What follows belongs to an exercise in optimizing a design on an open flow for small area; a production flow would make more cautious choices. Function was checked by simulation only, so behaviour that the tests miss may differ from the original. Power is estimated from default activity; no workload was simulated.

==> design.v <==
`timescale 1ns/10ps
package core_pkg;
    localparam int WORD_W    = 32;
    localparam int REG_IDX_W = 5;
    typedef logic [WORD_W-1:0]    word_t;
    typedef logic [REG_IDX_W-1:0] reg_idx_t;
    typedef logic [4:0]           opcode_t;
    typedef logic [4:0]           alu_op_t;
    localparam opcode_t OP_RTYPE = 5'd0;
    localparam opcode_t OP_J     = 5'd1;
    localparam opcode_t OP_BNE   = 5'd2;
    localparam opcode_t OP_ADDI  = 5'd5;
    localparam alu_op_t ALU_ADD = 5'd0;
    localparam alu_op_t ALU_SUB = 5'd1;
    localparam alu_op_t ALU_AND = 5'd2;
    localparam alu_op_t ALU_OR  = 5'd3;
    localparam int OPCODE_MSB = 31;
    localparam int OPCODE_LSB = 27;
    localparam int RD_MSB     = 26;
    localparam int RD_LSB     = 22;
    localparam int RS_MSB     = 21;
    localparam int RS_LSB     = 17;
    localparam int RT_MSB     = 16;
    localparam int RT_LSB     = 12;
    localparam int FUNC_MSB   = 6;
    localparam int FUNC_LSB   = 2;
    localparam int IMM_MSB    = 16;
    localparam int IMM_W      = 17;
    localparam int TARGET_MSB = 26;
    localparam word_t NOP_WORD = '0;
endpackage
`timescale 1ns/10ps
module pipe_core
#(
    parameter logic [31:0] RESET_PC = '0,
    parameter int    NUM_REGS = 32
) (
    input  logic        clock,
    input  logic        rst_n,
    output logic [31:0] imem_addr,
    input  logic [31:0] imem_data,
    output logic        wb_en,
    output logic [4:0]  wb_reg,
    output logic [31:0] wb_data
);
    localparam int NSLOT = 31;
    localparam logic [2:0] S_CLR = 3'd0;
    localparam logic [2:0] S_D   = 3'd1;
    localparam logic [2:0] S_C0  = 3'd2;
    localparam logic [2:0] S_C1  = 3'd3;
    localparam logic [2:0] S_W   = 3'd4;
    logic [2:0]  state;
    logic [4:0]  rot;           
    logic [4:0]  rot_n;
    logic [4:0]  pos;           
    logic [31:0] pc;
    logic [31:0] a;
    logic [31:0] slot [NSLOT];
    logic [4:0]  op, rd, rs, rt, func;
    logic [31:0] imm, target;
    assign op     = imem_data[31:27];
    assign rd     = imem_data[26:22];
    assign rs     = imem_data[21:17];
    assign rt     = imem_data[16:12];
    assign func   = imem_data[6:2];
    assign imm    = {{15{imem_data[16]}}, imem_data[16:0]};
    assign target = {5'b0, imem_data[26:0]};
    logic is_r, is_addi, is_bne, is_j;
    assign is_r    = (op == 5'd0);
    assign is_addi = (op == 5'd5);
    assign is_bne  = (op == 5'd2);
    assign is_j    = (op == 5'd1);
    logic [4:0] naddr;
    always_comb begin
        case (state)
            S_C0:    naddr = is_bne ? rd : rt;
            S_D:     naddr = rs;
            default: naddr = rd;
        endcase
    end
    assign rot_n = (rot == 5'd30) ? 5'd0 : rot + 5'd1;
    logic [5:0] psum;
    logic [4:0] pos_n;
    assign psum  = {1'b0, naddr} + {1'b0, rot_n};
    assign pos_n = (naddr == 5'd0) ? 5'd31 :
                   (psum >= 6'd31) ? 5'(psum - 6'd31) : psum[4:0];
    logic [31:0] port;
    always_comb begin
        port = '0;
        for (int s = 0; s < NSLOT; s++) begin
            if (pos == 5'(s)) port = port | slot[s];
        end
    end
    function automatic logic is_head(int s);
        is_head = (s == 0 || s == 5 || s == 10 || s == 15 || s == 19 || s == 23 || s == 27);
    endfunction
    logic at_head;
    always_comb begin
        at_head = 1'b0;
        for (int s = 0; s < NSLOT; s++)
            if (is_head(s) && pos == 5'((s + NSLOT - 1) % NSLOT)) at_head = 1'b1;
    end
    logic wr, done;
    assign wr   = (is_r || is_addi) && (rd != 5'd0);
    assign done = !wr || at_head;
    logic        in_w, in_c1, taken, sub, cin;
    logic        x_pc, x_a, y_imm, y_tgt, y_port;
    logic [31:0] x, y, sum, res;
    assign in_w   = (state == S_W);
    assign in_c1  = (state == S_C1);
    assign taken  = is_bne && (a != 32'd0);
    assign x_pc   = in_w && !is_j;
    assign x_a    = in_c1;
    assign y_imm  = in_w ? taken : (in_c1 && is_addi);
    assign y_tgt  = in_w && is_j;
    assign y_port = (state == S_C0) || (in_c1 && !is_addi);
    assign sub    = in_c1 && (is_bne || (is_r && func == 5'd1));
    assign cin    = x_pc || sub;
    assign x   = ({32{x_pc}} & pc) | ({32{x_a}} & a);
    assign y   = ({32{y_imm}} & imm) | ({32{y_tgt}} & target) | ({32{y_port}} & port);
    assign sum = x + (y ^ {32{sub}}) + {31'd0, cin};
    always_comb begin
        res = sum;
        if (in_c1 && is_r) begin
            case (func)
                5'd0, 5'd1: res = sum;
                5'd2:       res = x & y;
                5'd3:       res = x | y;
                default:    res = '0;
            endcase
        end
    end
    always_ff @(posedge clock or negedge rst_n) begin
        if (!rst_n) begin
            state <= S_CLR;
            rot   <= '0;
            pc    <= RESET_PC;
        end else begin
            rot <= rot_n;
            case (state)
                S_CLR: if (rot == 5'd6) state <= S_D;
                S_D:   state <= S_C0;
                S_C0:  state <= S_C1;
                S_C1:  state <= S_W;
                default: if (done) begin
                    state <= S_D;
                    pc    <= sum;
                end
            endcase
        end
    end
    always_ff @(posedge clock) begin
        pos <= pos_n;
        if (state != S_D && state != S_W) a <= res;
    end
    logic wr_now;
    assign wr_now = in_w && wr;
    logic clr;
    assign clr = (state == S_CLR);
    always_ff @(posedge clock) begin
        for (int s = 0; s < NSLOT; s++) begin
            if (is_head(s) &&
                (clr || (wr_now && pos == 5'((s + NSLOT - 1) % NSLOT)))) begin
                slot[s] <= a;
            end else begin
                slot[s] <= slot[(s + NSLOT - 1) % NSLOT];
            end
        end
    end
    assign imem_addr = pc;
    assign wb_en     = wr_now && at_head;
    assign wb_reg    = rd;
    assign wb_data   = a;
endmodule
==> flow/run.sh <==
#!/bin/bash
# Own flow: the standard layout (standard.sh) with two changes:
#  - synthesis maps the combinational logic with abc's area-oriented script
#    flow/area.abc instead of the delay-oriented one; registers come from the
#    same dfflibmap step as the standard synthesis, so their names and cell
#    types are unchanged
#  - port buffers are buf_1 instead of clkdlybuf4s50_1
# Each step's output goes to its own log file here.
set -euo pipefail
W=$(pwd)
{
  cat <<EOT
proc abc {args} {
  set i [lsearch -exact \$args -script]
  if {\$i >= 0} { lset args [expr {\$i + 1}] $W/flow/area.abc }
  yosys abc {*}\$args
}
EOT
  cat "$W/synth_recipe.tcl"
} > "$W/own_synth.tcl"
sed -e "s#SYNTH_SCRIPT=[^ ]*#SYNTH_SCRIPT=$W/own_synth.tcl 'BUFFER_PORTS_ARGS=-buffer_cell sky130_fd_sc_hd__buf_1'#" \
    "$W/standard.sh" > "$W/own_standard.sh"
bash "$W/own_standard.sh" synth > "$W/synth.log" 2>&1
bash "$W/own_standard.sh" > "$W/layout.log" 2>&1
==> flow/area.abc <==
strash
ifraig
scorr
dc2
strash
&get -n
&st
&dch -f
&nf -a -R 1000
&st
&dch -f
&nf -a -R 1000
&put
topo
stime -c
==> standard.sh <==
#!/bin/bash
# synth_recipe.tcl (not shown) runs the flow's synth.tcl, then flattens the netlist and writes it again
# the make line also repeats each setting of config.mk as NAME=value (left out here)
make -C /OpenROAD-flow-scripts/flow DESIGN_CONFIG=/design/flow/config.mk WORK_HOME=/design/flow/orfs CLKGATE_MAP_FILE= SYNTH_SCRIPT=/design/flow/synth_recipe.tcl "${@:-finish}"
==> config.mk <==
export PLATFORM = sky130hd
export DESIGN_NAME = pipe_core
export DESIGN_NICKNAME = pipe_core
export VERILOG_FILES = /design/flow/design.v
export SDC_FILE = /design/flow/constraint.sdc
export NUM_CORES = 4
export LEC_CHECK = 0
export CAP_MARGIN = 20
export CELL_PAD_IN_SITES_DETAIL_PLACEMENT = 1
export CORE_MARGIN = 2
export CORE_UTILIZATION = 55
export CTS_BUF_LIST = sky130_fd_sc_hd__clkbuf_8
export CTS_CLUSTER_DIAMETER = 50
export CTS_CLUSTER_SIZE = 16
export PLACE_DENSITY = 0.65
export SLEW_MARGIN = 20
==> constraint.sdc <==
create_clock -name core_clock -period 10.0 [get_ports {clock}]
set_input_delay 2.0000 -clock core_clock [delete_from_list [all_inputs] [get_ports {clock}]]
set_output_delay 2.0000 -clock core_clock [all_outputs]
set_load 0.01 [all_outputs]
==> results of run 1 <==
-- cell families (layout without fill, tap and decap cells) --
group                      Yosys count  count (layout)  share of synthesized area (%)
muxes                              224             224                           7.66
other                                0               3                              0
buffers and inverters               27             361                          0.365
DFF                               1069            1069                           66.6
and+or+nand+nor                    431             431                           6.29
xor gates and xnor gates            64              64                           1.70
AOI/OAI and AO/OA                  672             672                           15.8
adders and majority gates           42              42                           1.66
-- stage by stage --
stage / utilization (%) / total power [mW] / std cells / setup TNS (ns) / area, sq um
after global placement: 59.5 / 10.9 / 3486 / 0 / 35200
after detailed placement: 59.5 / 11.1 / 3486 / 0 / 35200
after floorplan: - / 9.02 / 2529 / 0 / 32900
after global routing: 62.9 / 14.4 / 3639 / -0.0169 / 37200
after CTS: 62.9 / 13.8 / 3636 / 0 / 37200
final: 62.9 / 14.0 / 3639 / 0 / 37200
-- synth_stat cells (all sizes together), types with 11 or more instances --
library cell,number,area [sq um]
dfxtp,997,20000
mux2,224,2520
a22oi,170,1280
a222oi,152,1520
nand2,152,571
a21oi,80,400
o21ai,74,370
nand4,72,450
a22o,69,604
nor2,63,236
nand3,53,265
xnor2,53,464
a221oi,42,368
dfrtp,40,1000
ha,38,475
edfxtp,32,961
nor3,30,150
a21o,28,210
clkinv,22,82.6
o22ai,18,113
nand2b,14,87.6
nor4,13,81.3
a2111oi,11,96.3
xor2,11,96.3
-- final timing paths --
| path | start | to | slack [ns] | cells past startpoint |
|---|---|---|---|---|
| worst max-delay path | a[19] | a[30] | 0.78 | 37 |
| worst min-delay path | slot[3][5] | slot[4][5] | 0.34 | 0 |
| worst max register to register | a[19] | a[30] | 0.78 | 37 |
| worst min register to register | slot[3][5] | slot[4][5] | 0.34 | 0 |
| max in group asynchronous | rst_n | pc[1] | 8.11 | 2 |
| min in group asynchronous | rst_n | pc[14] | 1.41 | 2 |
-- sequential cells by signal (all words and copies together), names as in the netlist --
signal,cells
pos,5
a,32
pc,32
rot,5
state,3
slot,992
-- repair_timing --
item                       in CTS  in global routing
hold buffers                    0                  0
hold endpoints to repair        0                  0
setup endpoints to repair       0                  2
resized for setup               0                  7
-- power by group --
part	leakage [nW]	internal (mW)	total, mW	switching, mW
registers	9.20	6.16	7.52	1.36
logic	4.59	1.29	3.78	2.49
clock network	1.03	1.17	2.70	1.53
total	14.8	8.62	14.0	5.38
-- cell type report --
cell class              count  area, sq um
flip-flops and latches   1069        21900
fillers                  5811        21900
clock inverters            47          556
repair buffers            189         1030
clock buffers             103         1420
multi-input cells        1433        11200
well taps                 773          967
inverters                  22         82.6
diodes                      3         7.51
-- critical path: cells and delay by family, from the launching register on --
kind / cells / cell delay [ns]
adders and majority gates: 1 / 0.34
and+or+nand+nor: 10 / 2.43
xor gates and xnor gates: 2 / 0.33
DFF: 1 / 0.65
buffers and inverters: 1 / 0.23
AOI/OAI and AO/OA: 23 / 4.94
-- routing by layer --
metal / track usage, % / part of all wire [%]
met1: 54.1 / 40
met5: 0 / 0.010
met3: 8.25 / 11
met4: 18.7 / 5.0
met2: 61.2 / 44
==> impl_metrics.env, run 1 <==
export IMPL_critPathKind="flop to flop"
export IMPL_coreArea_sq_mm=0.0591
export IMPL_gp_congestion=0.953
export IMPL_port_buffers=103
export IMPL_hold_violations=0
export IMPL_synth_flop_cell="dfxtp_1"
export IMPL_path_common_cell="o21ai_0"
export IMPL_wirelength_um=126000
export IMPL_setup_ws_ns=0.778
export IMPL_slew_headroom_pct=22.1
export IMPL_htree_levels=3
export IMPL_clkSlewWorstSetupHoldPaths_ns=0.10
export IMPL_cp_max_fo=11
export IMPL_die_w_um=249
export IMPL_endpoint_kind="flop"
export IMPL_drv_cap=0
export IMPL_num_vias=25437
export IMPL_grt_pass1_vias=25929
export IMPL_netlist_instances=2529
export IMPL_holdWs_ns=0.339
export IMPL_hp_class="flop to flop"
export IMPL_ys_async_sr_fraction_pct=3.74
export IMPL_finalCritPeriodShare_pct=92.2
export IMPL_cts_root_buffer="clkbuf_8"
export IMPL_grt_max_degree=65
export IMPL_mostFrequentLayoutCells="997 x dfxtp_1, 224 x mux2_1, 170 x a22oi_1"
export IMPL_cts_buffers_inserted=92
export IMPL_seq_area_frac_synth_pct=66.6
export IMPL_die_h_um=249
export IMPL_grt_pass1_wl_um=180000
export IMPL_cts_tree="yes"
export IMPL_cp_data_arrival_time_ns=9.66
export IMPL_netlist_area_sq_mm=0.0329
export IMPL_antenna_found_initial=6
export IMPL_ant_nets=0
export IMPL_rows=89
export IMPL_fin_skew_ns=0.0406
export IMPL_overflow=0
export IMPL_yosys_cell_types_count=45
export IMPL_wire_per_inst_um=34.6
export IMPL_dieArea_sq_mm=0.0619
export IMPL_syn_num_nets=2604
export IMPL_area_growth_pct=13.0
export IMPL_initial_core_util_pct=55.7
export IMPL_synth_warnings=2
export IMPL_layout_commonest_cell="dfxtp_1"
export IMPL_gr_usage_all_layers_pct=39.8
export IMPL_worst_pin_slew_ns=1.17
export IMPL_synth_edf_count=32
export IMPL_clock_sinks=1069
export IMPL_status="complete, no violations"
export IMPL_max_freq_ghz=0.108
export IMPL_io_pins=104
export IMPL_synth_seq_cells=1069
export IMPL_drv_slew=0
export IMPL_p_leak_nw=14.8
export IMPL_drtIter0Drc=3859
export IMPL_syn_area_per_cell_sq_um=13.0
export IMPL_peakVddDrop_v=0.000234
export IMPL_layout_drive_gt1_share_pct=9.81
export IMPL_setup_viol=0
export IMPL_viasPerCell=6.99
export IMPL_cts_buffer_depth=3
export IMPL_remaining_drc_errors=0
export IMPL_dp_hpwl_um=80600
export IMPL_pre_cts_ws_ns=0.135
export IMPL_cp_slowest_cell="nor4_1"
export IMPL_cts_setup_buffers=0
export IMPL_worst_skew_pair_late_latency_ns=0.74
export IMPL_required_ns=10.44
export IMPL_min_period_ns=9.22
export IMPL_crit_path_start_kind="flop"
export IMPL_crit_path_max_incr_delay_ns=0.66
export IMPL_drt_pass1_iter_count=24
export IMPL_power_density_mw_per_mm2=376
export IMPL_nets=2882
==> run 2: changes to the inputs <==
==> flow/area.abc (replaced) <==
&get -n
&st
&dch
&nf -a
&st
&dch
&nf -a
&put
topo
stime -c
==> impl_metrics.env, run 2 <==
export IMPL_cp_max_fo=12
export IMPL_die_w_um=250
export IMPL_drt_pass1_iter_count=8
export IMPL_dieArea_sq_mm=0.0623
export IMPL_dp_hpwl_um=77600
export IMPL_p_comb_share_pct=28.2
export IMPL_clockPowerShare_pct=19.0
export IMPL_crit_path_start_kind="primary input"
export IMPL_drtIter0Drc=3609
export IMPL_nets=2889
export IMPL_port_buffers=103
export IMPL_cts_buffer_depth=3
export IMPL_p_seq_share_pct=52.8
export IMPL_largest_register_ffs=992
export IMPL_critPathKind="primary input to flop"
export IMPL_synth_most_common_cell="dfxtp_1"
export IMPL_endpoint_kind="flop"
export IMPL_synth_top_cells_by_count="997 x dfxtp_1, 224 x mux2_1, 180 x a22oi_1"
export IMPL_placed_cell_area_sq_mm=0.0353
export IMPL_grt_pass1_vias=26772
export IMPL_status="complete, no violations"
export IMPL_crit_path_max_incr_delay_ns=0.81
export IMPL_clkSlewWorstSetupHoldPaths_ns=0.10
export IMPL_netlist_area_sq_mm=0.0332
export IMPL_rsz0062_at_grt="false"
export IMPL_num_vias=25720
export IMPL_hp_class="flop to flop"
export IMPL_power_density_mw_per_mm2=380
export IMPL_syn_area_per_cell_sq_um=13.0
export IMPL_cts_buffers_inserted=90
export IMPL_p_sw_share_pct=38.7
export IMPL_peakVddDrop_v=0.000185
export IMPL_coreArea_sq_mm=0.0600
export IMPL_grt_max_degree=65
export IMPL_initial_core_util_pct=55.3
export IMPL_worst_path_dominant_cell_family="compound AO/OA/AOI/OAI gates"
export IMPL_clock_sinks=1069
export IMPL_required_ns=10.46
export IMPL_overflow=0
export IMPL_syn_num_nets=2635
export IMPL_cp_data_arrival_time_ns=8.80
export IMPL_yosys_cell_types_count=51
export IMPL_cts_root_buffer="clkbuf_8"
export IMPL_holdWs_ns=0.335
export IMPL_remaining_drc_errors=0
export IMPL_drv_cap=0
export IMPL_worst_skew_pair_late_latency_ns=0.74
export IMPL_synth_seq_cells=1069
export IMPL_cp_slowest_cell="nor3_1"
export IMPL_layout_drive_gt1_share_pct=8.62
export IMPL_intPower_mw=8.67
export IMPL_gr_usage_all_layers_pct=40.2
export IMPL_synth_warnings=2
export IMPL_synthTopCellsByArea="dfxtp_1 60%, mux2_1 7.6%, a222oi_1 4.9%"
export IMPL_layout_commonest_cell="dfxtp_1"
export IMPL_slew_headroom_pct=21.0
export IMPL_cts_setup_buffers=0
export IMPL_min_period_ns=8.34
export IMPL_htree_levels=3
export IMPL_rows=90
export IMPL_p_leak_nw=14.5
export IMPL_gp_congestion=0.927
export IMPL_ant_nets=0
export IMPL_wire_per_inst_um=34.8
export IMPL_critical_path_cell_chain="buf_1 > or3_1 > nor3_1 > and2_0 > a22o_2 > xor2_1 > fa_1 > fa_1 > nand2b_1 > a211oi_1 > o211ai_1 > a21oi_1 > o21ai_0 > o21ai_0 > a21oi_1 > o31ai_1 > a21oi_1 > o21ai_0 > xnor2_1 > o32ai_1"
export IMPL_netlist_instances=2560
export IMPL_grt_pass1_wl_um=183000
export IMPL_synth_flop_cell="dfxtp_1"
export IMPL_cts_resized=0
export IMPL_crit_buf_inv=1
export IMPL_fin_tns_setup_ns=0
export IMPL_worst_pin_slew_ns=1.18
export IMPL_busiest_layer="met2"
export IMPL_antenna_found_initial=4
export IMPL_regMostFlops="slot"
export IMPL_cts_tree="yes"
export IMPL_finalCritPeriodShare_pct=83.4
export IMPL_mostFrequentLayoutCells="997 x dfxtp_1, 224 x mux2_1, 180 x a22oi_1"
export IMPL_synth_top_area_share_pct=60.2
export IMPL_viasPerCell=7.04
export IMPL_setup_viol=0
export IMPL_die_h_um=250
export IMPL_ys_async_sr_fraction_pct=3.74
export IMPL_synth_top_area_cell="dfxtp_1"
export IMPL_io_pins=104
export IMPL_met1_usage_pct=52.7
export IMPL_met2_usage_pct=61.0
export IMPL_hold_violations=0
export IMPL_fillers=5864
export IMPL_seq_area_frac_synth_pct=66.1
export IMPL_wirelength_um=127000
export IMPL_cts_hold_buf=0
export IMPL_p_switching_mw=5.48
export IMPL_use_met3_pct=9.97
export IMPL_area_growth_pct=12.2
export IMPL_synth_edf_count=32
export IMPL_fin_skew_ns=0.0480
export IMPL_drv_slew=0
export IMPL_reg_largest_list="slot: 992 flops, a: 32 flops, pc: 32 flops"
export IMPL_max_freq_ghz=0.120
export IMPL_design_area_sq_mm=0.0372
## run 2: power by group through the flow
stage          Sequential [mW]  Clock, mW  Combinational, mW
2_1_floorplan             6.93          0               2.19
3_3_place_gp              7.35          0               3.68
3_5_place_dp              7.45          0               3.84
4_1_cts                   7.40       2.69               3.87
5_1_grt                   7.60       2.86               4.15
6_report                  7.47       2.68               3.99
## run 2: final cells by class
type	count	area, sq um	share of cell area (%)
multi-input combinational	1468	11400	30.7
sequential	1069	21900	58.9
timing repair buffer	167	910	2.45
tap	782	978	2.63
clock inverter	49	584	1.57
clock buffer	96	1320	3.55
inverter	18	67.6	0.182
antenna	2	5.00	0.0135
## run 2: stage by stage
step	power, mW	util, %	setup slack, ns	instances
after detailed placement	11.3	58.8	1.18	3504
after global placement	11.0	58.7	1.44	3502
after global routing	14.6	62.0	1.37	3650
final	14.1	62.0	1.66	3651
after floorplan	9.12	-	2.05	2560
after CTS	13.9	62.0	1.91	3649
## run 2: cells by family after synthesis
| kind of cell | share of synthesized area (%) |
|---|---|
| muxes | 7.61 |
| adders and majority gates | 1.61 |
| DFF | 66.1 |
| AOI/OAI and AO/OA | 16.0 |
| buffers and inverters | 0.317 |
| and+or+nand+nor | 6.56 |
| xor gates and xnor gates | 1.82 |
## run 2: layer usage
layer | routed length (um) | up-vias | share of wire [%]
met5 | 0 | - | 0
met4 | 7520 | 0 | 5.9
met3 | 15300 | 446 | 12
met2 | 55500 | 1805 | 44
met1 | 48900 | 13000 | 38
li1 | - | 10469 | -
## run 2: path summary, 6_finish.rpt
| kind | slack, ns | depth (start not counted) | endpoint | start |
|---|---|---|---|---|
| worst max-delay path | 1.66 | 20 | a[28] | imem_data[31] |
| worst min-delay path | 0.33 | 0 | slot[24][6] | slot[23][6] |
| worst max register to register | 1.86 | 23 | a[28] | pos[4] |
| worst min register to register | 0.33 | 0 | slot[24][6] | slot[23][6] |
| max in group asynchronous | 8.09 | 2 | pc[3] | rst_n |
| min in group asynchronous | 1.41 | 2 | pc[13] | rst_n |
==> run 3: changes to the inputs <==
--- a/design.v
+++ b/design.v
@@ -137,16 +137,8 @@
             pc    <= RESET_PC;
         end else begin
             rot <= rot_n;
-            case (state)
-                S_CLR: if (rot == 5'd6) state <= S_D;
-                S_D:   state <= S_C0;
-                S_C0:  state <= S_C1;
-                S_C1:  state <= S_W;
-                default: if (done) begin
-                    state <= S_D;
-                    pc    <= sum;
-                end
-            endcase
+            state <= state_n;
+            if (in_w && done) pc <= sum;
         end
     end
     always_ff @(posedge clock) begin
@@ -157,14 +149,36 @@
     assign wr_now = in_w && wr;
     logic clr;
     assign clr = (state == S_CLR);
+    logic [2:0] state_n;
+    always_comb begin
+        case (state)
+            S_CLR:   state_n = (rot == 5'd6) ? S_D : S_CLR;
+            S_D:     state_n = S_C0;
+            S_C0:    state_n = S_C1;
+            S_C1:    state_n = S_W;
+            default: state_n = done ? S_D : S_W;
+        endcase
+    end
+    logic [NSLOT-1:0] hw_d, hw, hw_n;
+    always_comb begin
+        for (int s = 0; s < NSLOT; s++)
+            hw_d[s] = is_head(s) && ((state_n == S_CLR) ||
+                      ((state_n == S_W) && wr && pos_n == 5'((s + NSLOT - 1) % NSLOT)));
+    end
     always_ff @(posedge clock) begin
         for (int s = 0; s < NSLOT; s++) begin
-            if (is_head(s) &&
-                (clr || (wr_now && pos == 5'((s + NSLOT - 1) % NSLOT)))) begin
-                slot[s] <= a;
-            end else begin
+            if (is_head(s)) begin
+                hw[s]   <= hw_d[s];
+                hw_n[s] <= !hw_d[s];
+            end
+        end
+    end
+    always_ff @(posedge clock) begin
+        for (int s = 0; s < NSLOT; s++) begin
+            if (is_head(s))
+                slot[s] <= (a & {32{hw[s]}}) | (slot[(s + NSLOT - 1) % NSLOT] & {32{hw_n[s]}});
+            else
                 slot[s] <= slot[(s + NSLOT - 1) % NSLOT];
-            end
         end
     end
     assign imem_addr = pc;
==> flow/area.abc (replaced) <==
strash
ifraig
scorr
dc2
strash
&get -n
&st
&dch -f
&nf -a -R 1000
&st
&dch -f
&nf -a -R 1000
&put
topo
stime -c
--- a/config.mk
+++ b/config.mk
@@ -8,9 +8,9 @@
 export CAP_MARGIN = 20
 export CELL_PAD_IN_SITES_DETAIL_PLACEMENT = 1
 export CORE_MARGIN = 2
-export CORE_UTILIZATION = 55
+export CORE_UTILIZATION = 45
 export CTS_BUF_LIST = sky130_fd_sc_hd__clkbuf_8
 export CTS_CLUSTER_DIAMETER = 50
 export CTS_CLUSTER_SIZE = 16
-export PLACE_DENSITY = 0.65
+export PLACE_DENSITY = 0.55
 export SLEW_MARGIN = 20
==> impl_metrics.env, run 3 <==
export IMPL_synth_flop_cell="dfxtp_1"
export IMPL_rsz0062_at_grt="false"
export IMPL_mostFrequentLayoutCells="997 x dfxtp_1, 300 x a22o_1, 175 x a22oi_1"
export IMPL_nets=2911
export IMPL_p_comb_share_pct=24.1
export IMPL_clkSlewWorstSetupHoldPaths_ns=0.10
export IMPL_cts_tree="yes"
export IMPL_netlist_area_sq_mm=0.0327
export IMPL_setup_viol=0
export IMPL_largest_register_ffs=992
export IMPL_p_seq_share_pct=54.5
export IMPL_regMostFlops="slot"
export IMPL_cp_slowest_cell="nor3_1"
export IMPL_fin_tns_setup_ns=0
export IMPL_overflow=0
export IMPL_fin_skew_ns=0.0431
export IMPL_reg_largest_list="slot: 992 flops, a: 32 flops, pc: 32 flops"
export IMPL_drv_slew=0
export IMPL_synth_edf_count=32
export IMPL_dp_hpwl_um=84100
export IMPL_required_ns=10.48
export IMPL_cts_hold_buf=0
export IMPL_grt_pass1_vias=26325
export IMPL_wirelength_um=138000
export IMPL_coreArea_sq_mm=0.0717
export IMPL_cts_setup_buffers=0
export IMPL_hp_class="flop to flop"
export IMPL_grt_max_degree=65
export IMPL_rows=98
export IMPL_synth_seq_cells=1083
export IMPL_area_growth_pct=14.7
export IMPL_path_common_cell="a21oi_1"
export IMPL_worst_pin_slew_ns=1.08
export IMPL_placed_cell_area_sq_mm=0.0352
export IMPL_hold_violations=0
export IMPL_synth_top_area_share_pct=61.9
export IMPL_fillers=7321
export IMPL_max_freq_ghz=0.114
export IMPL_ant_nets=0
export IMPL_peakVddDrop_v=0.000230
export IMPL_gr_usage_all_layers_pct=36.1
export IMPL_p_switching_mw=5.64
export IMPL_antenna_found_initial=5
export IMPL_syn_num_nets=2630
export IMPL_netlist_instances=2555
export IMPL_synth_most_common_cell="dfxtp_1"
export IMPL_yosys_cell_types_count=45
export IMPL_holdWs_ns=0.330
export IMPL_drtIter0Drc=4486
export IMPL_cts_buffers_inserted=101
export IMPL_power_density_mw_per_mm2=382
export IMPL_initial_core_util_pct=45.6
export IMPL_synth_top_cells_by_count="1011 x dfxtp_1, 300 x a22o_1, 175 x a22oi_1"
export IMPL_gp_congestion=0.986
export IMPL_status="complete, no violations"
export IMPL_endpoint_kind="flop"
export IMPL_io_pins=104
export IMPL_layout_commonest_cell="dfxtp_1"
export IMPL_cp_data_arrival_time_ns=9.24
export IMPL_cts_buffer_depth=3
export IMPL_synth_warnings=2
export IMPL_intPower_mw=8.70
export IMPL_min_period_ns=8.76
export IMPL_cts_resized=0
export IMPL_remaining_drc_errors=0
export IMPL_design_area_sq_mm=0.0375
export IMPL_p_sw_share_pct=39.3
export IMPL_htree_levels=3
export IMPL_viasPerCell=6.79
export IMPL_drv_cap=0
export IMPL_crit_path_max_incr_delay_ns=0.59
export IMPL_worst_skew_pair_late_latency_ns=0.77
export IMPL_slew_headroom_pct=27.5
export IMPL_dieArea_sq_mm=0.0749
export IMPL_num_vias=26221
export IMPL_layout_drive_gt1_share_pct=10.5
export IMPL_drt_pass1_iter_count=7
export IMPL_die_h_um=274
export IMPL_die_w_um=274
export IMPL_cp_max_fo=4
export IMPL_wire_per_inst_um=35.7
export IMPL_critPathKind="primary input to flop"
export IMPL_clockPowerShare_pct=21.4
export IMPL_cts_root_buffer="clkbuf_8"
export IMPL_synthTopCellsByArea="dfxtp_1 62%, a22o_1 8.0%, a222oi_1 4.3%"
export IMPL_p_leak_nw=14.6
export IMPL_port_buffers=103
export IMPL_syn_area_per_cell_sq_um=12.8
export IMPL_crit_path_start_kind="primary input"
export IMPL_seq_area_frac_synth_pct=67.9
export IMPL_synth_top_area_cell="dfxtp_1"
export IMPL_final_core_util_pct=52.3
export IMPL_grt_pass1_wl_um=194000
export IMPL_ys_async_sr_fraction_pct=3.69
export IMPL_finalCritPeriodShare_pct=87.6
export IMPL_clock_sinks=1083
## run 3: cell types whose count changed in the layout (fill, tap and decap cells not counted), moves of 18 or more
cell	delta
a22o_1	+243
mux2_1	-224
a21oi_1	+54
o21ai_0	-42
nand2_1	-29
nor2_4	+24
a222oi_1	-21
a21boi_0	-18
buf_4	+18
## run 3: critical path: cells and delay by family
kind            cells  cell delay [ns]
xor+xnor            2             0.45
fa+ha+maj           2             0.72
buf+inv             2             0.25
compound gates     22             3.86
simple gates       10             1.95
## run 3: area by class of cell
cell class                 instances  area, sq um  area share, %
sequential                      1083        22200           59.2
multi-input combinational       1439        10700           28.4
clock buffer                     109         1500           4.00
antenna                            1         2.50        0.00667
inverter                          28          105          0.280
tap                              950         1190           3.17
clock inverter                    70          866           2.31
timing repair buffer             183          990           2.64
## run 3: cell families (layout without fill, tap and decap cells)
group / count (synthesis) / count (layout) / synth area share (%)
AND/OR/NAND/NOR: 426 / 426 / 6.18
buffers and inverters: 33 / 390 / 0.436
multiplexers: 1 / 1 / 0.0306
AO/OA/AOI/OAI: 901 / 901 / 22.0
adder cells (fa/ha/maj): 42 / 42 / 1.67
other: 0 / 1 / 0
flip-flops: 1083 / 1083 / 67.9
XOR/XNOR: 69 / 69 / 1.85
## run 3: final timing paths
check / start / end / slack (ns) / depth (start not counted)
worst max-delay path: imem_data[28] / a[30] / 1.24 / 38
worst min-delay path: slot[25][24] / slot[26][24] / 0.33 / 0
worst max register to register: pos[3] / a[30] / 1.30 / 38
worst min register to register: slot[25][24] / slot[26][24] / 0.33 / 0
max in group asynchronous: rst_n / pc[2] / 8.11 / 2
min in group asynchronous: rst_n / pc[30] / 1.37 / 2
## run 3: power groups by stage
stage               clock network [mW]  logic, mW  registers, mW
finish                            3.06       3.46           7.82
global placement                     0       3.29           7.72
floorplan                            0       1.75           7.10
detailed placement                   0       3.35           7.77
global route                      3.25       3.60           7.91
CTS                               3.07       3.37           7.71
## run 3: routing by layer
layer  track usage [%]  up-vias  part of all wire, %
met5                 0        -                0.032
met4              13.5        6                  3.9
met3              7.88      355                   12
met2              53.3     1815                   43
met1              51.7    13408                   42
li1                  -    10637                    -
## run 3: per-stage QoR
step,instances,power (mW),setup WS [ns]
2_1_floorplan,2555,8.86,0.206
3_3_place_gp,3683,11.0,0.720
3_5_place_dp,3683,11.1,0.650
4_1_cts,3862,14.2,1.45
5_1_grt,3863,14.8,0.563
6_report,3863,14.3,1.24
==> run 4: changes to the inputs <==
--- a/config.mk
+++ b/config.mk
@@ -8,9 +8,9 @@
 export CAP_MARGIN = 20
 export CELL_PAD_IN_SITES_DETAIL_PLACEMENT = 1
 export CORE_MARGIN = 2
-export CORE_UTILIZATION = 45
+export CORE_UTILIZATION = 55
 export CTS_BUF_LIST = sky130_fd_sc_hd__clkbuf_8
 export CTS_CLUSTER_DIAMETER = 50
 export CTS_CLUSTER_SIZE = 16
-export PLACE_DENSITY = 0.55
+export PLACE_DENSITY = 0.65
 export SLEW_MARGIN = 20
==> impl_metrics.env, run 4 <==
export IMPL_status="complete, no violations"
export IMPL_wirelength_um=131000
export IMPL_worst_skew_pair_late_latency_ns=0.76
export IMPL_nets=2887
export IMPL_drt_pass1_iter_count=9
export IMPL_yosys_area_share_simple_pct=6.18
export IMPL_pre_cts_ws_ns=0.628
export IMPL_synth_top_area_cell="dfxtp_1"
export IMPL_synth_xor_area_share_pct=1.85
export IMPL_fillers=5841
export IMPL_antenna_found_initial=7
export IMPL_hp_class="flop to flop"
export IMPL_wire_per_inst_um=36.2
export IMPL_cts_setup_buffers=0
export IMPL_seq_area_frac_synth_pct=67.9
export IMPL_gp_congestion=0.999
export IMPL_min_period_ns=8.83
export IMPL_area_growth_pct=11.7
export IMPL_cts_root_buffer="clkbuf_8"
export IMPL_regMostFlops="slot"
export IMPL_clockPowerShare_pct=17.8
export IMPL_grt_pass1_vias=26735
export IMPL_syn_area_per_cell_sq_um=12.8
export IMPL_worst_pin_slew_ns=1.06
export IMPL_mostFrequentLayoutCells="997 x dfxtp_1, 300 x a22o_1, 175 x a22oi_1"
export IMPL_synth_top_area_share_pct=61.9
export IMPL_power_mw=13.8
export IMPL_ant_nets=0
export IMPL_fin_tns_setup_ns=0
export IMPL_drv_slew=0
export IMPL_synth_warnings=2
export IMPL_p_sw_share_pct=39.8
export IMPL_netlist_area_sq_mm=0.0327
export IMPL_cts_resized=0
export IMPL_p_switching_mw=5.49
export IMPL_max_freq_ghz=0.113
export IMPL_largest_register_ffs=992
export IMPL_grt_max_degree=65
export IMPL_setup_ws_ns=1.17
export IMPL_cts_buffers_inserted=86
export IMPL_fin_skew_ns=0.0407
export IMPL_rsz0062_at_grt="false"
export IMPL_synth_top_family_by_area="compound AO/OA/AOI/OAI gates"
export IMPL_die_w_um=248
export IMPL_dieArea_sq_mm=0.0615
export IMPL_intPower_mw=8.30
export IMPL_peakVddDrop_v=0.000316
export IMPL_hold_violations=0
export IMPL_ys_async_sr_fraction_pct=3.69
export IMPL_clkSlewWorstSetupHoldPaths_ns=0.10
export IMPL_dr_wl_met2_um=57100
export IMPL_drv_cap=0
export IMPL_htree_levels=3
export IMPL_clock_sinks=1083
export IMPL_dp_cells=3497
export IMPL_setup_viol=0
export IMPL_cts_tree="yes"
export IMPL_grt_pass1_wl_um=186000
export IMPL_power_density_mw_per_mm2=377
export IMPL_layout_drive_gt1_share_pct=8.72
export IMPL_required_ns=10.45
export IMPL_finalCritPeriodShare_pct=88.3
export IMPL_drtIter0Drc=4486
export IMPL_synth_most_common_cell="dfxtp_1"
export IMPL_wl_met3_um=16700
export IMPL_gr_usage_all_layers_pct=42.1
export IMPL_crit_path_max_incr_delay_ns=0.47
export IMPL_cts_buffer_depth=3
export IMPL_cts_hold_buf=0
export IMPL_path_common_cell="a21oi_1"
export IMPL_endpoint_kind="flop"
export IMPL_fin_cells=3632
export IMPL_reg_largest_list="slot: 992 flops, a: 32 flops, pc: 32 flops"
export IMPL_synth_mux_area_share_pct=0.0306
export IMPL_p_comb_share_pct=26.3
export IMPL_synth_edf_count=32
export IMPL_yosys_cell_types_count=45
export IMPL_dr_max_layer_used="met5"
export IMPL_cp_max_fo=28
export IMPL_wl_met1_um=51000
export IMPL_num_vias=26596
export IMPL_syn_num_nets=2630
export IMPL_p_leak_nw=14.2
export IMPL_synth_flop_cell="dfxtp_1"
export IMPL_synthTopCellsByArea="dfxtp_1 62%, a22o_1 8.0%, a222oi_1 4.3%"
export IMPL_initial_core_util_pct=55.5
export IMPL_dp_hpwl_um=79800
export IMPL_critPathKind="primary input to flop"
export IMPL_synth_compound_area_share_pct=22.0
export IMPL_die_h_um=248
export IMPL_viasPerCell=7.32
export IMPL_synth_adder_area_share_pct=1.67
export IMPL_port_buffers=103
export IMPL_crit_path_start_kind="primary input"
export IMPL_cp_data_arrival_time_ns=9.27
export IMPL_remaining_drc_errors=0
export IMPL_p_seq_share_pct=55.8
export IMPL_io_pins=104
export IMPL_coreArea_sq_mm=0.0589
export IMPL_layout_commonest_cell="dfxtp_1"
export IMPL_synth_seq_cells=1083
export IMPL_netlist_instances=2555
export IMPL_rows=89
export IMPL_synth_top_cells_by_count="1011 x dfxtp_1, 300 x a22o_1, 175 x a22oi_1"
export IMPL_cp_slowest_cell="fa_1"
export IMPL_overflow=0
export IMPL_slew_headroom_pct=29.0
==> run 4: cell counts after synthesis <==
No cell type changed its count.
==> run 4: final timing paths <==
check	from	endpoint	slack (ns)	depth (start not counted)
max	imem_data[28]	a[30]	1.17	38
min	slot[23][24]	slot[24][24]	0.33	0
max reg2reg	pos[3]	a[31]	1.67	33
min reg2reg	slot[23][24]	slot[24][24]	0.33	0
max in group asynchronous	rst_n	pc[14]	8.18	2
min in group asynchronous	rst_n	rot[1]	1.36	2
==> run 4: critical path: cells and delay by family <==
kind,cells,cell delay [ns]
fa+ha+maj,2,0.67
simple gates,10,2.04
buf+inv,2,0.22
xor+xnor,2,0.43
compound gates,22,3.89
==> run 4: cell families (layout without fill, tap and decap cells) <==
family,Yosys count,after routing
DFF,1083,1083
AOI/OAI and AO/OA,901,901
and+or+nand+nor,426,426
xor gates and xnor gates,69,69
adders and majority gates,42,42
buffers and inverters,33,333
muxes,1,1
other,0,4
==> run 4: area by class of cell <==
class	instances	area (sq um)	area share, %
multi-input combinational	1439	10700	29.2
inverter	28	105	0.288
timing repair buffer	174	922	2.52
antenna	4	10.0	0.0274
sequential	1083	22200	60.8
clock buffer	93	1280	3.50
clock inverter	38	372	1.02
tap	773	967	2.65
==> run 4: power by group through the flow <==
stage	Sequential, mW	Combinational [mW]	Clock, mW
floorplan	7.10	1.75	0
detailed placement	7.63	3.46	0
global route	7.77	3.73	2.62
finish	7.70	3.63	2.46
global placement	7.54	3.36	0
CTS	7.58	3.49	2.45
==> run 4: stage by stage <==
step,hold slack [ns],utilization [%],area [sq um]
after detailed placement,0.337,59.2,34900
after CTS,0.320,62.0,36500
after global routing,0.334,62.0,36500
final,0.333,62.0,36500
after global placement,0.333,59.2,34900
after floorplan,0.326,-,32700
==> run 4: per-layer routing <==
metal / global-route usage (%) / up-vias
met1: 57.3 / 13467
li1: - / 10576
met5: 0 / -
met2: 63.4 / 2102
met3: 9.87 / 445
met4: 20.0 / 6
==> run 5: changes to the inputs <==
==> config.mk (replaced) <==
export PLATFORM = sky130hd
export DESIGN_NAME = pipe_core
export DESIGN_NICKNAME = pipe_core
export VERILOG_FILES = /design/flow/design.v
export SDC_FILE = /design/flow/constraint.sdc
export NUM_CORES = 4
export LEC_CHECK = 0
export CAP_MARGIN = 0
export CELL_PAD_IN_SITES_DETAIL_PLACEMENT = 1
export CORE_MARGIN = 2
export CORE_UTILIZATION = 60
export CTS_BUF_LIST = sky130_fd_sc_hd__clkbuf_8
export CTS_CLUSTER_DIAMETER = 50
export CTS_CLUSTER_SIZE = 16
export PLACE_DENSITY = 0.7
export SLEW_MARGIN = 0
==> impl_metrics.env, run 5 <==
export IMPL_clkSlewWorstSetupHoldPaths_ns=0.11
export IMPL_antenna_found_initial=7
export IMPL_hold_violations=0
export IMPL_drv_cap=0
export IMPL_peakVddDrop_v=0.000448
export IMPL_path_common_cell="a21oi_1"
export IMPL_ys_async_sr_fraction_pct=3.69
export IMPL_min_period_ns=8.99
export IMPL_coreArea_sq_mm=0.0538
export IMPL_grt_pass1_vias=28082
export IMPL_cp_slowest_cell="nor2b_1"
export IMPL_synth_warnings=2
export IMPL_largest_register_ffs=992
export IMPL_layout_commonest_cell="dfxtp_1"
export IMPL_port_buffers=103
export IMPL_power_density_mw_per_mm2=381
export IMPL_worst_pin_slew_ns=1.21
export IMPL_dieArea_sq_mm=0.0564
export IMPL_yosys_cell_types_count=45
export IMPL_synth_top_area_cell="dfxtp_1"
export IMPL_grt_pass1_wl_um=193000
export IMPL_slew_headroom_pct=19.4
export IMPL_synth_most_common_cell="dfxtp_1"
export IMPL_nets=2882
export IMPL_mostFrequentLayoutCells="997 x dfxtp_1, 300 x a22o_1, 175 x a22oi_1"
export IMPL_pre_cts_ws_ns=0.709
export IMPL_die_h_um=238
export IMPL_p_leak_nw=14.1
export IMPL_hold_depth=0
export IMPL_remaining_drc_errors=0
export IMPL_regMostFlops="slot"
export IMPL_grt_max_degree=65
export IMPL_setup_viol=0
export IMPL_rows=85
export IMPL_cts_root_buffer="clkbuf_8"
export IMPL_netlist_area_sq_mm=0.0327
export IMPL_cts_tree="yes"
export IMPL_fin_tns_setup_ns=0
export IMPL_syn_num_nets=2630
export IMPL_synth_seq_cells=1083
export IMPL_worst_skew_pair_late_latency_ns=0.75
export IMPL_htree_levels=3
export IMPL_reg2reg_depth=36
export IMPL_fillers=5273
export IMPL_synth_edf_count=32
export IMPL_synth_top_area_share_pct=61.9
export IMPL_io_pins=104
export IMPL_max_freq_ghz=0.111
export IMPL_rsz0062_at_grt="false"
export IMPL_cts_setup_buffers=0
export IMPL_layout_drive_gt1_share_pct=8.45
export IMPL_synth_top_cells_by_count="1011 x dfxtp_1, 300 x a22o_1, 175 x a22oi_1"
export IMPL_synthTopCellsByArea="dfxtp_1 62%, a22o_1 8.0%, a222oi_1 4.3%"
export IMPL_area_growth_pct=11.2
export IMPL_cts_buffer_depth=3
export IMPL_reg_largest_list="slot: 992 flops, a: 32 flops, pc: 32 flops"
export IMPL_dp_hpwl_um=81600
export IMPL_crit_path_max_incr_delay_ns=0.65
export IMPL_endpoint_kind="flop"
export IMPL_netlist_instances=2555
export IMPL_setup_ws_ns=1.01
export IMPL_gr_usage_all_layers_pct=47.5
export IMPL_cts_hold_buf=0
export IMPL_status="complete, no violations"
export IMPL_critPathKind="primary input to flop"
export IMPL_cp_max_fo=28
export IMPL_viasPerCell=7.73
export IMPL_synth_flop_cell="dfxtp_1"
export IMPL_wirelength_um=136000
export IMPL_num_vias=27495
export IMPL_seq_area_frac_synth_pct=67.9
export IMPL_crit_path_start_kind="primary input"
export IMPL_hp_class="flop to flop"
export IMPL_required_ns=10.44
export IMPL_drt_pass1_iter_count=9
export IMPL_ant_nets=0
export IMPL_initial_core_util_pct=60.8
export IMPL_finalCritPeriodShare_pct=89.9
export IMPL_overflow=0
export IMPL_wire_per_inst_um=38.4
export IMPL_syn_area_per_cell_sq_um=12.8
export IMPL_fin_skew_ns=0.0461
export IMPL_gp_congestion=0.977
export IMPL_clock_sinks=1083
export IMPL_cts_buffers_inserted=86
export IMPL_die_w_um=238
export IMPL_drv_slew=0
export IMPL_drtIter0Drc=4948
export IMPL_cp_data_arrival_time_ns=9.43
export IMPL_cts_resized=0
run 5: cell counts after synthesis:
Identical to the previous run, type by type.
run 5: report_power, final:
group          internal, mW  switching (mW)  leakage [nW]
sequential             6.14            1.62          9.23
clock                 0.950            1.48         0.861
combinational          1.17            2.49          4.05
run 5: worst paths after layout:
path                               start          end  slack (ns)
max reg2reg                       pos[2]        a[31]        1.17
min                          slot[5][15]  slot[6][15]        0.34
max                        imem_data[30]        a[31]        1.01
min in group asynchronous          rst_n       pc[14]        1.40
max in group asynchronous          rst_n       pc[27]        8.10
min reg2reg                  slot[5][15]  slot[6][15]        0.34
run 5: kinds of logic (layout without fill, tap and decap cells):
logic type | after synthesis | after routing | synth area share (%)
fa+ha+maj | 42 | 42 | 1.67
compound gates | 901 | 901 | 22.0
xor+xnor | 69 | 69 | 1.85
flops | 1083 | 1083 | 67.9
simple gates | 426 | 426 | 6.18
mux | 1 | 1 | 0.0306
other cells | 0 | 9 | 0
buf+inv | 33 | 329 | 0.436
run 5: area by class of cell:
| cell class | count | area [sq um] | share of cell area [%] |
|---|---|---|---|
| Clock inverter | 33 | 262 | 0.719 |
| Multi-Input combinational cell | 1439 | 10700 | 29.3 |
| Timing Repair Buffer | 169 | 885 | 2.43 |
| Sequential cell | 1083 | 22200 | 61.1 |
| Inverter | 28 | 105 | 0.289 |
| Tap cell | 696 | 871 | 2.39 |
| Clock buffer | 99 | 1360 | 3.74 |
| Antenna cell | 9 | 22.5 | 0.0619 |
run 5: layer usage:
layer	GRT usage [%]	wire length, um	vias up
met4	30.5	9690	0
met5	0	0	-
met1	61.4	48700	13562
li1	-	-	10568
met3	14.0	20100	690
met2	69.9	58000	2675
run 5: through the flow:
step / std cells / hold slack (ns) / util (%) / total power [mW] / cell area, sq um
global route: 3553 / 0.338 / 67.6 / 14.1 / 36400
global placement: 3415 / 0.332 / 64.6 / 10.8 / 34700
CTS: 3547 / 0.335 / 67.6 / 13.5 / 36400
finish: 3556 / 0.336 / 67.6 / 13.8 / 36400
floorplan: 2555 / 0.326 / - / 8.86 / 32700
detailed placement: 3415 / 0.337 / 64.6 / 11.1 / 34700
run 5: critical path: cells and delay by family:
family	cells	cell delay [ns]
AOI/OAI and AO/OA	22	4.17
and+or+nand+nor	7	1.91
adders and majority gates	1	0.35
buffers and inverters	2	0.64
xor gates and xnor gates	2	0.38
==> run 6: changes to the inputs <==
--- a/config.mk
+++ b/config.mk
@@ -8,9 +8,9 @@
 export CAP_MARGIN = 0
 export CELL_PAD_IN_SITES_DETAIL_PLACEMENT = 1
 export CORE_MARGIN = 2
-export CORE_UTILIZATION = 60
+export CORE_UTILIZATION = 50
 export CTS_BUF_LIST = sky130_fd_sc_hd__clkbuf_8
 export CTS_CLUSTER_DIAMETER = 50
 export CTS_CLUSTER_SIZE = 16
-export PLACE_DENSITY = 0.7
+export PLACE_DENSITY = 0.6
 export SLEW_MARGIN = 0
==> impl_metrics.env, run 6 <==
export IMPL_status="complete, no violations"
export IMPL_die_w_um=260
export IMPL_drv_slew=0
export IMPL_coreArea_sq_mm=0.0646
export IMPL_endpoint_kind="flop"
export IMPL_dp_hpwl_um=81900
export IMPL_syn_area_per_cell_sq_um=12.8
export IMPL_ys_async_sr_fraction_pct=3.69
export IMPL_layout_commonest_cell="dfxtp_1"
export IMPL_power_density_mw_per_mm2=377
export IMPL_met2_usage_pct=59.5
export IMPL_cts_setup_buffers=0
export IMPL_nets=2891
export IMPL_cp_slowest_cell="nor3_1"
export IMPL_busiest_layer="met2"
export IMPL_overflow=0
export IMPL_pre_cts_ws_ns=0.607
export IMPL_clkSlewWorstSetupHoldPaths_ns=0.10
export IMPL_crit_path_max_incr_delay_ns=0.51
export IMPL_met1_usage_pct=53.4
export IMPL_gr_usage_all_layers_pct=39.6
export IMPL_cts_resized=0
export IMPL_synthTopCellsByArea="dfxtp_1 62%, a22o_1 8.0%, a222oi_1 4.3%"
export IMPL_setup_viol=0
export IMPL_regMostFlops="slot"
export IMPL_path_common_cell="a21oi_1"
export IMPL_netlist_instances=2555
export IMPL_synth_top_area_cell="dfxtp_1"
export IMPL_holdWs_ns=0.329
export IMPL_drv_cap=0
export IMPL_reg_largest_list="slot: 992 flops, a: 32 flops, pc: 32 flops"
export IMPL_hp_class="flop to flop"
export IMPL_initial_core_util_pct=50.7
export IMPL_cp_max_fo=28
export IMPL_synth_top_cells_by_count="1011 x dfxtp_1, 300 x a22o_1, 175 x a22oi_1"
export IMPL_cts_tree="yes"
export IMPL_grt_pass1_wl_um=192000
export IMPL_final_core_util_pct=57.0
export IMPL_finalCritPeriodShare_pct=88.9
export IMPL_reg2reg_depth=38
export IMPL_clockPowerShare_pct=18.8
export IMPL_syn_num_nets=2630
export IMPL_wire_per_inst_um=36.4
export IMPL_cts_buffer_depth=3
export IMPL_fin_skew_ns=0.0299
export IMPL_gp_congestion=0.960
export IMPL_placed_cell_area_sq_mm=0.0350
export IMPL_p_switching_mw=5.50
export IMPL_synth_warnings=2
export IMPL_viasPerCell=7.07
export IMPL_hold_depth=0
export IMPL_netlist_area_sq_mm=0.0327
export IMPL_layout_drive_gt1_share_pct=9.20
export IMPL_min_period_ns=8.89
export IMPL_worst_pin_slew_ns=1.05
export IMPL_slew_headroom_pct=29.6
export IMPL_yosys_cell_types_count=45
export IMPL_fin_tns_setup_ns=0
export IMPL_ant_nets=0
export IMPL_synth_most_common_cell="dfxtp_1"
export IMPL_drt_pass1_iter_count=7
export IMPL_num_vias=26441
export IMPL_area_growth_pct=12.6
export IMPL_dieArea_sq_mm=0.0675
export IMPL_remaining_drc_errors=0
export IMPL_cts_root_buffer="clkbuf_8"
export IMPL_synth_edf_count=32
export IMPL_design_area_sq_mm=0.0368
export IMPL_synth_seq_cells=1083
export IMPL_rows=93
export IMPL_mostFrequentLayoutCells="997 x dfxtp_1, 300 x a22o_1, 175 x a22oi_1"
export IMPL_wirelength_um=136000
export IMPL_cts_hold_buf=0
export IMPL_use_met3_pct=9.03
export IMPL_largest_register_ffs=992
export IMPL_setup_ws_ns=1.11
export IMPL_intPower_mw=8.39
export IMPL_cp_data_arrival_time_ns=9.34
export IMPL_crit_path_start_kind="primary input"
export IMPL_antenna_found_initial=3
export IMPL_synth_top_area_share_pct=61.9
export IMPL_max_freq_ghz=0.112
export IMPL_drtIter0Drc=4441
export IMPL_grt_max_degree=65
export IMPL_regToRegSetupSlack_ns=1.59
export IMPL_critPathKind="primary input to flop"
export IMPL_htree_levels=3
export IMPL_peakVddDrop_v=0.000515
export IMPL_port_buffers=103
export IMPL_io_pins=104
export IMPL_clock_sinks=1083
export IMPL_seq_area_frac_synth_pct=67.9
export IMPL_rsz0062_at_grt="false"
export IMPL_cts_buffers_inserted=91
export IMPL_hold_violations=0
export IMPL_p_comb_share_pct=26.4
export IMPL_required_ns=10.45
export IMPL_p_sw_share_pct=39.6
export IMPL_grt_pass1_vias=26741
export IMPL_p_seq_share_pct=54.8
export IMPL_p_leak_nw=14.3
export IMPL_synth_flop_cell="dfxtp_1"
export IMPL_die_h_um=260
export IMPL_worst_skew_pair_late_latency_ns=0.73
-- run 6: area by class of cell --
cell class / instances / area [sq um]
Clock buffer: 103 / 1420
Inverter: 28 / 105
Multi-Input combinational cell: 1439 / 10700
Fill cell: 6538 / 27700
Clock inverter: 54 / 442
Tap cell: 855 / 1070
Sequential cell: 1083 / 22200
Timing Repair Buffer: 173 / 915
Antenna cell: 3 / 7.51
-- run 6: cell families (layout without fill, tap and decap cells) --
| group | Yosys count | in the layout | synth area share, % |
|---|---|---|---|
| DFF | 1083 | 1083 | 67.9 |
| AOI/OAI and AO/OA | 901 | 901 | 22.0 |
| and+or+nand+nor | 426 | 426 | 6.18 |
| xor gates and xnor gates | 69 | 69 | 1.85 |
| adders and majority gates | 42 | 42 | 1.67 |
| buffers and inverters | 33 | 358 | 0.436 |
| muxes | 1 | 1 | 0.0306 |
| other | 0 | 3 | 0 |
-- run 6: per-stage QoR --
stage	std cells	power (mW)
after global routing	3735	14.3
after detailed placement	3578	11.1
after floorplan	2555	8.86
final	3738	13.9
after CTS	3735	13.7
after global placement	3578	10.9
-- run 6: power groups by stage --
stage | clock, mW | sequential [mW] | combinational [mW]
after floorplan | 0 | 7.10 | 1.75
after global placement | 0 | 7.50 | 3.43
after detailed placement | 0 | 7.57 | 3.52
after CTS | 2.61 | 7.51 | 3.54
after global routing | 2.78 | 7.71 | 3.78
final | 2.61 | 7.61 | 3.66
-- run 6: path summary, 6_finish.rpt --
path	start	end
setup / recovery	imem_data[28]	a[30]
hold / removal	slot[29][29]	slot[30][29]
setup reg to reg	pos[2]	a[30]
hold reg to reg	slot[29][29]	slot[30][29]
max in group asynchronous	rst_n	pc[8]
min in group asynchronous	rst_n	pc[19]
-- run 6: metal layers --
layer | vias to the layer above | share of wire [%]
met1 | 13408 | 39
li1 | 10607 | -
met5 | - | 0.020
met3 | 469 | 12
met2 | 1953 | 43
met4 | 4 | 6.0
-- run 6: worst max-delay path: cells and delay by family --
kind	cells	cell delay, ns
buffers and inverters	2	0.24
adders and majority gates	2	0.67
AOI/OAI and AO/OA	22	3.87
and+or+nand+nor	10	2.10
xor gates and xnor gates	2	0.42
==> run 7: changes to the inputs <==
--- a/config.mk
+++ b/config.mk
@@ -9,7 +9,7 @@
 export CELL_PAD_IN_SITES_DETAIL_PLACEMENT = 1
 export CORE_MARGIN = 2
 export CORE_UTILIZATION = 50
-export CTS_BUF_LIST = sky130_fd_sc_hd__clkbuf_8
+export CTS_BUF_LIST = sky130_fd_sc_hd__clkbuf_4 sky130_fd_sc_hd__clkbuf_8
 export CTS_CLUSTER_DIAMETER = 50
 export CTS_CLUSTER_SIZE = 16
 export PLACE_DENSITY = 0.6
==> impl_metrics.env, run 7 <==
export IMPL_placed_cell_area_sq_mm=0.0350
export IMPL_largest_register_ffs=992
export IMPL_p_seq_share_pct=54.6
export IMPL_clkSlewWorstSetupHoldPaths_ns=0.10
export IMPL_max_freq_ghz=0.114
export IMPL_path_common_cell="a21oi_1"
export IMPL_num_vias=26367
export IMPL_pre_cts_ws_ns=0.607
export IMPL_area_growth_pct=12.8
export IMPL_timing_rr_start="pos[2]"
export IMPL_layout_drive_gt1_share_pct=9.76
export IMPL_p_comb_share_pct=26.3
export IMPL_netlist_area_sq_mm=0.0327
export IMPL_synth_top_cells_by_count="1011 x dfxtp_1, 300 x a22o_1, 175 x a22oi_1"
export IMPL_cp_max_fo=28
export IMPL_mostFrequentLayoutCells="997 x dfxtp_1, 300 x a22o_1, 175 x a22oi_1"
export IMPL_cts_buffers_inserted=91
export IMPL_drt_pass1_iter_count=9
export IMPL_crit_start="imem_data[28]"
export IMPL_power_density_mw_per_mm2=378
export IMPL_yosys_cell_types_count=45
export IMPL_wirelength_um=136000
export IMPL_overflow=0
export IMPL_p_switching_mw=5.50
export IMPL_setup_ws_ns=1.21
export IMPL_dieArea_sq_mm=0.0675
export IMPL_initial_core_util_pct=50.7
export IMPL_worst_pin_slew_ns=1.08
export IMPL_regMostFlops="slot"
export IMPL_hold_violations=0
export IMPL_setup_viol=0
export IMPL_remaining_drc_errors=0
export IMPL_synthTopCellsByArea="dfxtp_1 62%, a22o_1 8.0%, a222oi_1 4.3%"
export IMPL_synth_top_area_share_pct=61.9
export IMPL_syn_num_nets=2630
export IMPL_dp_hpwl_um=81900
export IMPL_design_area_sq_mm=0.0369
export IMPL_cts_hold_buf=0
export IMPL_worst_skew_pair_late_latency_ns=0.74
export IMPL_drv_cap=0
export IMPL_endpoint_kind="flop"
export IMPL_viasPerCell=7.06
export IMPL_syn_area_per_cell_sq_um=12.8
export IMPL_synth_top_area_cell="dfxtp_1"
export IMPL_rows=93
export IMPL_fin_skew_ns=0.0343
export IMPL_port_buffers=103
export IMPL_cts_resized=0
export IMPL_cp_data_arrival_time_ns=9.24
export IMPL_gp_congestion=0.960
export IMPL_layout_commonest_cell="dfxtp_1"
export IMPL_critPathKind="primary input to flop"
export IMPL_clockPowerShare_pct=19.1
export IMPL_seq_area_frac_synth_pct=67.9
export IMPL_htree_levels=3
export IMPL_wire_per_inst_um=36.4
export IMPL_ant_nets=0
export IMPL_grt_max_degree=65
export IMPL_synth_most_common_cell="dfxtp_1"
export IMPL_synth_edf_count=32
export IMPL_finalCritPeriodShare_pct=87.9
export IMPL_rsz0062_at_grt="false"
export IMPL_netlist_instances=2555
export IMPL_synth_flop_cell="dfxtp_1"
export IMPL_gr_usage_all_layers_pct=39.6
export IMPL_drv_slew=0
export IMPL_grt_pass1_wl_um=192000
export IMPL_crit_path_start_kind="primary input"
export IMPL_cts_tree="yes"
export IMPL_status="complete, no violations"
export IMPL_hp_class="flop to flop"
export IMPL_p_leak_nw=14.3
export IMPL_antenna_found_initial=2
export IMPL_nets=2891
export IMPL_ys_async_sr_fraction_pct=3.69
export IMPL_drtIter0Drc=4200
export IMPL_slew_headroom_pct=28.0
export IMPL_worstHoldStart="slot[29][29]"
export IMPL_crit_path_max_incr_delay_ns=0.47
export IMPL_synth_seq_cells=1083
export IMPL_reg_largest_list="slot: 992 flops, a: 32 flops, pc: 32 flops"
export IMPL_grt_pass1_vias=26694
export IMPL_cts_setup_buffers=0
export IMPL_intPower_mw=8.45
export IMPL_holdWs_ns=0.327
export IMPL_min_period_ns=8.79
export IMPL_peakVddDrop_v=0.000519
export IMPL_cts_buffer_depth=3
export IMPL_synth_warnings=2
export IMPL_required_ns=10.45
export IMPL_die_w_um=260
export IMPL_coreArea_sq_mm=0.0646
export IMPL_p_sw_share_pct=39.4
export IMPL_fin_tns_setup_ns=0
export IMPL_final_core_util_pct=57.1
export IMPL_io_pins=104
export IMPL_clock_sinks=1083
export IMPL_die_h_um=260
export IMPL_cts_root_buffer="clkbuf_8"
export IMPL_cp_slowest_cell="fa_1"
[run 7: worst paths after layout]
check	end	slack [ns]	depth (start not counted)
max	a[30]	1.21	38
min	slot[30][29]	0.33	0
max reg2reg	a[30]	1.59	38
min reg2reg	slot[30][29]	0.33	0
max in group asynchronous	pc[8]	8.16	2
min in group asynchronous	pc[19]	1.38	2
[run 7: logic make-up (layout without fill, tap and decap cells)]
logic type               count (synthesis)  count (layout)  synth area share (%)
flip-flops                            1083            1083                  67.9
AO/OA/AOI/OAI                          901             901                  22.0
AND/OR/NAND/NOR                        426             426                  6.18
XOR/XNOR                                69              69                  1.85
adder cells (fa/ha/maj)                 42              42                  1.67
buffers and inverters                   33             358                 0.436
multiplexers                             1               1                0.0306
other                                    0               1                     0
[run 7: power by group through the flow]
stage	Sequential, mW	Clock, mW	Combinational, mW
5_1_grt	7.71	2.84	3.77
6_report	7.61	2.66	3.67
3_3_place_gp	7.50	0	3.43
4_1_cts	7.51	2.67	3.54
2_1_floorplan	7.10	0	1.75
3_5_place_dp	7.57	0	3.52
[run 7: layer usage]
metal	track usage (%)	wire, um	vias to the layer above
met5	0	13	-
met4	21.0	8310	2
met3	9.23	16400	444
met2	59.4	58400	2006
met1	53.2	52900	13311
li1	-	-	10604
[run 7: layout make-up]
type                       instances  area [sq um]
multi-input combinational       1439         10700
timing repair buffer             173           915
fill                            6532         27700
sequential                      1083         22200
inverter                          28           105
clock inverter                    38           382
clock buffer                     119          1540
antenna                            1          2.50
tap                              855          1070
[run 7: through the flow]
stage	cells	power (mW)
after detailed placement	3578	11.1
final	3736	13.9
after floorplan	2555	8.86
after global placement	3578	10.9
after CTS	3735	13.7
after global routing	3735	14.3
[run 7: worst max-delay path, delay by kind of cell]
family | cells | cell delay [ns]
compound gates | 22 | 3.86
simple gates | 10 | 2.00
fa+ha+maj | 2 | 0.67
xor+xnor | 2 | 0.42
buf+inv | 2 | 0.24
==> run 8: changes to the inputs <==
==> config.mk (replaced) <==
export PLATFORM = sky130hd
export DESIGN_NAME = pipe_core
export DESIGN_NICKNAME = pipe_core
export VERILOG_FILES = /design/flow/design.v
export SDC_FILE = /design/flow/constraint.sdc
export NUM_CORES = 4
export LEC_CHECK = 0
export CAP_MARGIN = 0
export CELL_PAD_IN_SITES_DETAIL_PLACEMENT = 1
export CORE_MARGIN = 2
export CORE_UTILIZATION = 55
export CTS_BUF_LIST = sky130_fd_sc_hd__clkbuf_8
export CTS_CLUSTER_DIAMETER = 35
export CTS_CLUSTER_SIZE = 20
export PLACE_DENSITY = 0.65
export SLEW_MARGIN = 0
==> impl_metrics.env, run 8 <==
export IMPL_cp_num_cells=38
export IMPL_p_leak_nw=14.9
export IMPL_synth_top_area_share_pct=61.9
export IMPL_cts_buffers_inserted=133
export IMPL_grt_pass1_wl_um=192000
export IMPL_p_switching_mw=5.93
export IMPL_intPower_mw=9.14
export IMPL_drtIter0Drc=4642
export IMPL_hold_depth=0
export IMPL_rows=89
export IMPL_ys_async_sr_fraction_pct=3.69
export IMPL_grt_max_degree=65
export IMPL_synth_top_cells_by_count="1011 x dfxtp_1, 300 x a22o_1, 175 x a22oi_1"
export IMPL_area_growth_pct=16.1
export IMPL_regToRegSetupSlack_ns=1.62
export IMPL_coreArea_sq_mm=0.0589
export IMPL_p_sw_share_pct=39.4
export IMPL_cts_root_buffer="clkbuf_8"
export IMPL_synth_flop_cell="dfxtp_1"
export IMPL_crit_path_max_incr_delay_ns=0.47
export IMPL_syn_area_per_cell_sq_um=12.8
export IMPL_fin_cells=3742
export IMPL_ant_nets=0
export IMPL_fillers=5767
export IMPL_synth_warnings=2
export IMPL_fin_skew_ns=0.0406
export IMPL_hp_class="flop to flop"
export IMPL_dp_cells=3497
export IMPL_grt_pass1_vias=27910
export IMPL_die_h_um=248
export IMPL_cp_max_fo=28
export IMPL_setup_viol=0
export IMPL_netlist_instances=2555
export IMPL_regMostFlops="slot"
export IMPL_power_mw=15.1
export IMPL_num_vias=27310
export IMPL_cts_buffer_depth=3
export IMPL_yosys_cell_types_count=45
export IMPL_hold_violations=0
export IMPL_required_ns=10.54
export IMPL_design_area_sq_mm=0.0380
export IMPL_seq_area_frac_synth_pct=67.9
export IMPL_antenna_found_initial=5
export IMPL_rsz0062_at_grt="false"
export IMPL_worst_path_dominant_cell_family="compound AO/OA/AOI/OAI gates"
export IMPL_fin_tns_setup_ns=0
export IMPL_reg_largest_list="slot: 992 flops, a: 32 flops, pc: 32 flops"
export IMPL_min_period_ns=8.71
export IMPL_drv_slew=0
export IMPL_port_buffers=103
export IMPL_clkSlewWorstSetupHoldPaths_ns=0.10
export IMPL_cts_resized=0
export IMPL_synthTopCellsByArea="dfxtp_1 62%, a22o_1 8.0%, a222oi_1 4.3%"
export IMPL_placed_cell_area_sq_mm=0.0349
export IMPL_mostFrequentLayoutCells="997 x dfxtp_1, 300 x a22o_1, 175 x a22oi_1"
export IMPL_worst_pin_slew_ns=1.21
export IMPL_clock_sinks=1083
export IMPL_nets=2934
export IMPL_critPathKind="primary input to flop"
export IMPL_wirelength_um=136000
export IMPL_path_common_cell="a21oi_1"
export IMPL_status="complete, no violations"
export IMPL_syn_num_nets=2630
export IMPL_layout_commonest_cell="dfxtp_1"
export IMPL_dp_hpwl_um=79800
export IMPL_cts_hold_buf=0
export IMPL_cts_tree="yes"
export IMPL_synth_top_area_cell="dfxtp_1"
export IMPL_cp_slowest_cell="fa_1"
export IMPL_p_comb_share_pct=24.3
export IMPL_reg2reg_depth=38
[run 8: cell counts after synthesis]
No cell type changed its count.
[run 8: kinds of logic (layout without fill, tap and decap cells)]
group | after synthesis | in the layout | share of synthesized area, %
AOI/OAI and AO/OA | 901 | 901 | 22.0
xor gates and xnor gates | 69 | 69 | 1.85
adders and majority gates | 42 | 42 | 1.67
buffers and inverters | 33 | 446 | 0.436
DFF | 1083 | 1083 | 67.9
muxes | 1 | 1 | 0.0306
other | 0 | 1 | 0
and+or+nand+nor | 426 | 426 | 6.18
[run 8: path summary, 6_finish.rpt]
| kind | startpoint | endpoint |
|---|---|---|
| hold / removal | slot[20][19] | slot[21][19] |
| max in group asynchronous | rst_n | pc[12] |
| hold reg to reg | slot[20][19] | slot[21][19] |
| setup / recovery | imem_data[28] | a[30] |
| setup reg to reg | pos[2] | a[31] |
| min in group asynchronous | rst_n | pc[30] |
[run 8: stage by stage]
stage / worst slack [ns] / utilization [%]
6_report: 1.29 / 64.5
5_1_grt: 0.750 / 64.5
4_1_cts: 1.50 / 64.5
3_5_place_dp: 0.628 / 59.2
3_3_place_gp: 0.952 / 59.2
2_1_floorplan: 0.206 / -
[run 8: routing by layer]
layer,vias to the layer above,wire [um],GRT usage (%)
li1,10740,-,-
met2,2328,58500,64.8
met1,13672,51000,57.5
met4,6,8200,25.3
met3,564,18100,12.1
met5,-,37,0
[run 8: layout make-up]
| cell class | count | area [sq um] | share of cell area (%) |
|---|---|---|---|
| diodes | 1 | 2.50 | 0.00659 |
| clock buffers | 143 | 1970 | 5.18 |
| multi-input cells | 1439 | 10700 | 28.1 |
| repair buffers | 174 | 922 | 2.43 |
| well taps | 773 | 967 | 2.55 |
| inverters | 28 | 105 | 0.277 |
| flip-flops and latches | 1083 | 22200 | 58.5 |
| clock inverters | 101 | 1140 | 3.01 |
[run 8: power by group through the flow]
stage | Sequential (mW) | Combinational (mW) | Clock [mW]
detailed placement | 7.63 | 3.46 | 0
finish | 7.74 | 3.66 | 3.66
CTS | 7.61 | 3.52 | 3.65
global placement | 7.54 | 3.36 | 0
floorplan | 7.10 | 1.75 | 0
global route | 7.80 | 3.76 | 3.85
[run 8: worst reg2reg max path, delay by kind of cell (launching register included)]
kind | cells | cell delay [ns]
compound gates | 25 | 4.65
simple gates | 9 | 2.04
buf+inv | 1 | 0.40
flops | 1 | 0.38
xor+xnor | 2 | 0.36
fa+ha+maj | 1 | 0.30

==> separate check: timing with driven ports <==
How much do the figures lean on ideal ports? The routed layouts below were timed once more, with nothing changed but the port constraints.
Step 1: set_driving_cell puts a clkbuf_16 on clock and a buf_2 on each other input, an assumption about the parent block.
Step 2, shift: input delay + t, output delay - t, t = (earliest + latest rising clock arrival at the registers) / 2. This alone moves slack from input paths to output paths.
Slacks: ideal ports / drivers / drivers and shift; pairs: ideal ports / drivers.
run	shift t [ns]	setup WS [ns]
run 1	0.780	0.778 / 0.778 / 0.038
run 2	0.778	1.657 / 1.694 / 0.916
run 3	0.810	1.243 / 1.284 / 0.474
run 4	0.806	1.175 / 1.221 / 0.415
run 5	0.789	1.014 / 1.054 / 0.265
run 6	0.778	1.108 / 1.147 / 0.369
run 7	0.780	1.207 / 1.245 / 0.465
run 8	0.887	1.292 / 1.334 / 0.447
After both steps every run listed still meets setup and hold.
